Source: an optimization exercise on an open RTL-to-GDS flow (aim: small area and a short achievable clock period). Production flows keep margins and buffers that such runs may drop. Only simulation tests tie the RTL to the original design; equivalence was not proved. Power figures rest on the tool's default switching activity, not on a simulated workload.

Setup of rev 12:
## aq_reduce_ctrl
module aq_reduce_ctrl #(
  parameter  int unsigned DRAIN_TO = 64,
  localparam int unsigned GW       = 16,
  localparam int unsigned DW       = 32,
  localparam int unsigned CW       = 32
) (
  input  logic          RST_N,
  input  logic          CLK,
  input  logic [GW-1:0] CFG_ORG_X,
  input  logic [GW-1:0] CFG_ORG_Y,
  input  logic [GW-1:0] CFG_CNV_X,
  input  logic [GW-1:0] CFG_CNV_Y,
  input  logic          START,
  input  logic          ABORT,
  input  logic          S_TVALID,
  input  logic [DW-1:0] S_TDATA,
  output logic          S_TREADY,
  output logic [GW-1:0] ORG_X,
  output logic [GW-1:0] ORG_Y,
  output logic [GW-1:0] CNV_X,
  output logic [GW-1:0] CNV_Y,
  output logic          DIN_WE,
  output logic          DIN_FSYNC,
  output logic [DW-1:0] DIN,
  input  logic          DOUT_OE,
  input  logic          DOUT_LAST,
  output logic          BUSY,
  output logic          DONE,
  output logic          ERR,
  output logic [CW-1:0] OUT_CNT
);
export LEC_CHECK = 0
export CAP_MARGIN = 20
export CORE_MARGIN = 2
export CORE_UTILIZATION = 55
export SETUP_SLACK_MARGIN = 4.5
export SLEW_MARGIN = 20
create_clock -name core_clock -period 8.0 [get_ports {CLK}]
standard.sh (not shown) runs the stock make flow with config.mk's settings and CLKGATE_MAP_FILE= SYNTH_SCRIPT=/design/flow/synth_recipe.tcl, a recipe that flattens the netlist after the stock synthesis.
==> flow/flow/run.sh <==
#!/bin/bash
# Standard ORFS layout, but the port buffers are buf_1 cells.
set -euo pipefail
export BUFFER_PORTS_ARGS="-buffer_cell sky130_fd_sc_hd__buf_1"
bash standard.sh > standard.log 2>&1
Per the final summary, rev 12 finished and its layout is clean on timing, DRC and antenna.
Input changes introduced in rev 13 (baseline for comparison: rev 12):
--- a/flow/design.v
+++ b/flow/design.v
@@ -68,28 +68,30 @@
         gt[i + 2 * s - 1] = g;
         lt[i + 2 * s - 1] = l;
       end
     f_le = !gt[GW-1];
   endfunction
   logic          w_cfg_ok, w_start_ok, w_fin, w_sync1, w_hs, w_px_row, w_last_px;
   logic          w_drain_to, w_oe_en, w_wrap, w_oc_row, w_oc_load, w_cnt_eq;
   logic [CW:0]   w_out_inc;
+  logic [CW-1:0] w_out_cnt;
   logic [GW-1:0] w_org_x_nxt, w_org_y_nxt, w_cnv_x_nxt, w_cnv_y_nxt;
   assign w_cfg_ok   = (CFG_CNV_X != '0) && f_le(CFG_CNV_X, CFG_ORG_X) &&
                       (CFG_CNV_Y != '0) && f_le(CFG_CNV_Y, CFG_ORG_Y);
   assign w_start_ok = !r_busy && START && w_cfg_ok;
   assign w_fin      = r_busy && r_done;
   assign w_sync1    = r_busy && !r_fsync && !r_tready && !r_drain && !r_done;
   assign w_hs       = r_tready && S_TVALID;
   assign w_px_row   = r_px_x == GW'(1);
   assign w_last_px  = w_px_row && (r_px_y == GW'(1));
   assign w_drain_to = r_px_y[5:0] == 6'(1 - DRAIN_TO);
   assign w_oe_en    = DOUT_OE && r_busy && !r_done;
-  assign w_out_inc  = f_inc(r_out_cnt, w_oe_en);
+  assign w_out_cnt  = r_fsync ? '0 : r_out_cnt;
+  assign w_out_inc  = f_inc(w_out_cnt, w_oe_en);
   assign w_wrap     = w_out_inc[CW];
   assign w_oc_row   = w_oe_en && (r_oc_x == GW'(1));
   assign w_oc_load  = w_wrap;
   assign w_cnt_eq   = !r_oc_over && (w_oe_en ? (w_oc_row && (r_oc_y == GW'(1)))
                                              : (r_oc_y == '0));
   assign w_org_x_nxt = w_start_ok ? CFG_ORG_X : r_org_x;
   assign w_org_y_nxt = w_start_ok ? CFG_ORG_Y : r_org_y;
   assign w_cnv_x_nxt = w_start_ok ? CFG_CNV_X : r_cnv_x;
@@ -122,17 +124,17 @@
       r_done   <= (!r_busy && START && !w_cfg_ok) ||
                   (r_drain && !ABORT && (DOUT_LAST || w_drain_to));
       if (r_busy && ABORT)                r_err <= 1'b1;
       else if (!r_busy && START)          r_err <= !w_cfg_ok;
       else if (r_drain && DOUT_LAST)      r_err <= r_err || !w_cnt_eq;
       else if (r_drain && w_drain_to)     r_err <= 1'b1;
       r_din_we <= w_hs && !ABORT;
       if (w_hs && !ABORT) r_din <= S_TDATA;
-      r_out_cnt <= w_start_ok ? '0 : w_out_inc[CW-1:0];
+      r_out_cnt <= w_out_inc[CW-1:0];
       r_org_x   <= w_org_x_nxt;
       r_org_y   <= w_org_y_nxt;
       r_cnv_x   <= w_cnv_x_nxt;
       r_cnv_y   <= w_cnv_y_nxt;
       r_px_x <= (r_fsync || (w_hs && w_px_row)) ? r_org_x : f_dec(r_px_x, w_hs);
       r_px_y <= r_fsync ? r_org_y : f_dec(r_px_y, (w_hs && w_px_row) || r_drain);
       if (!r_busy) begin
         r_oc_x    <= CFG_CNV_X;
@@ -151,10 +153,10 @@
   assign CNV_X     = r_cnv_x;
   assign CNV_Y     = r_cnv_y;
   assign DIN_WE    = r_din_we;
   assign DIN_FSYNC = r_fsync;
   assign DIN       = r_din;
   assign BUSY      = r_busy;
   assign DONE      = r_done;
   assign ERR       = r_err;
-  assign OUT_CNT   = r_out_cnt;
+  assign OUT_CNT   = w_out_cnt;
 endmodule
==> run notes <==
- Looking at the reports, rev 13 completed the entire flow and the layout it produced met the timing, design-rule and antenna checks.
- Fraction of the cycle the final worst path needs: rev 13 and rev 12 compared, lower one is rev 13
- Summary of the comparison: fraction of the yosys area taken by sequential cells is lower in rev 13, relative to rev 12.
- Final layout net count went up slightly going from rev 12 to rev 13.
- Taking rev 12 as the reference, in rev 13 non-clock buffer count lower; post-placement setup slack lost 480 ps; summed area of non-filler cells in the final layout went down; count of clock-buffer cells in the layout higher; normalized max-slew margin went up.
- Rev 13 vs rev 12: fraction of power consumed by combinational cells down in rev 13
- Comparing rev 13 and rev 12, the lower sequential share of layout area was measured on rev 12.
- In the reports for rev 13 and rev 12, the smaller longest individual stage delay on the worst path belongs to rev 13.
- Sum of met2 wire segment lengths after detailed routing sits lower in rev 13 than in rev 12.

==> port drivers added, routing unchanged <==
In the flow no input, the clock included, has a driving cell. The finished layouts below were timed again as built, in two steps.
Step 1 (the two cells are an assumption about what drives the block):
set clk [get_ports {CLK}]
set_driving_cell -lib_cell sky130_fd_sc_hd__clkbuf_16 $clk
set_driving_cell -lib_cell sky130_fd_sc_hd__buf_2 [delete_from_list [all_inputs] $clk]
Step 2 adds t to the input delays and takes it off the output delays; t is the mean of the earliest and latest rising clock arrival at the registers after step 1. Input paths then give back, and output paths get back, about the clock's delay inside the block.
Slacks: ideal ports / drivers / drivers and shift; pairs: ideal ports / drivers.
run	shift t [ns]	slack for setup (ns)	worst register clock-pin slew, ns	worst slew at a driven data input, ns
rev 12	0.483	4.361 / 4.382 / 3.899	0.08 / 0.08	0.07
rev 13	0.482	4.545 / 4.570 / 4.088	0.08 / 0.08	0.06
After both steps setup and hold are still met in every run listed. For rev 12, which loses most, drivers alone change the setup slack by +0.021 ns; drivers and shift together by -0.462 ns.
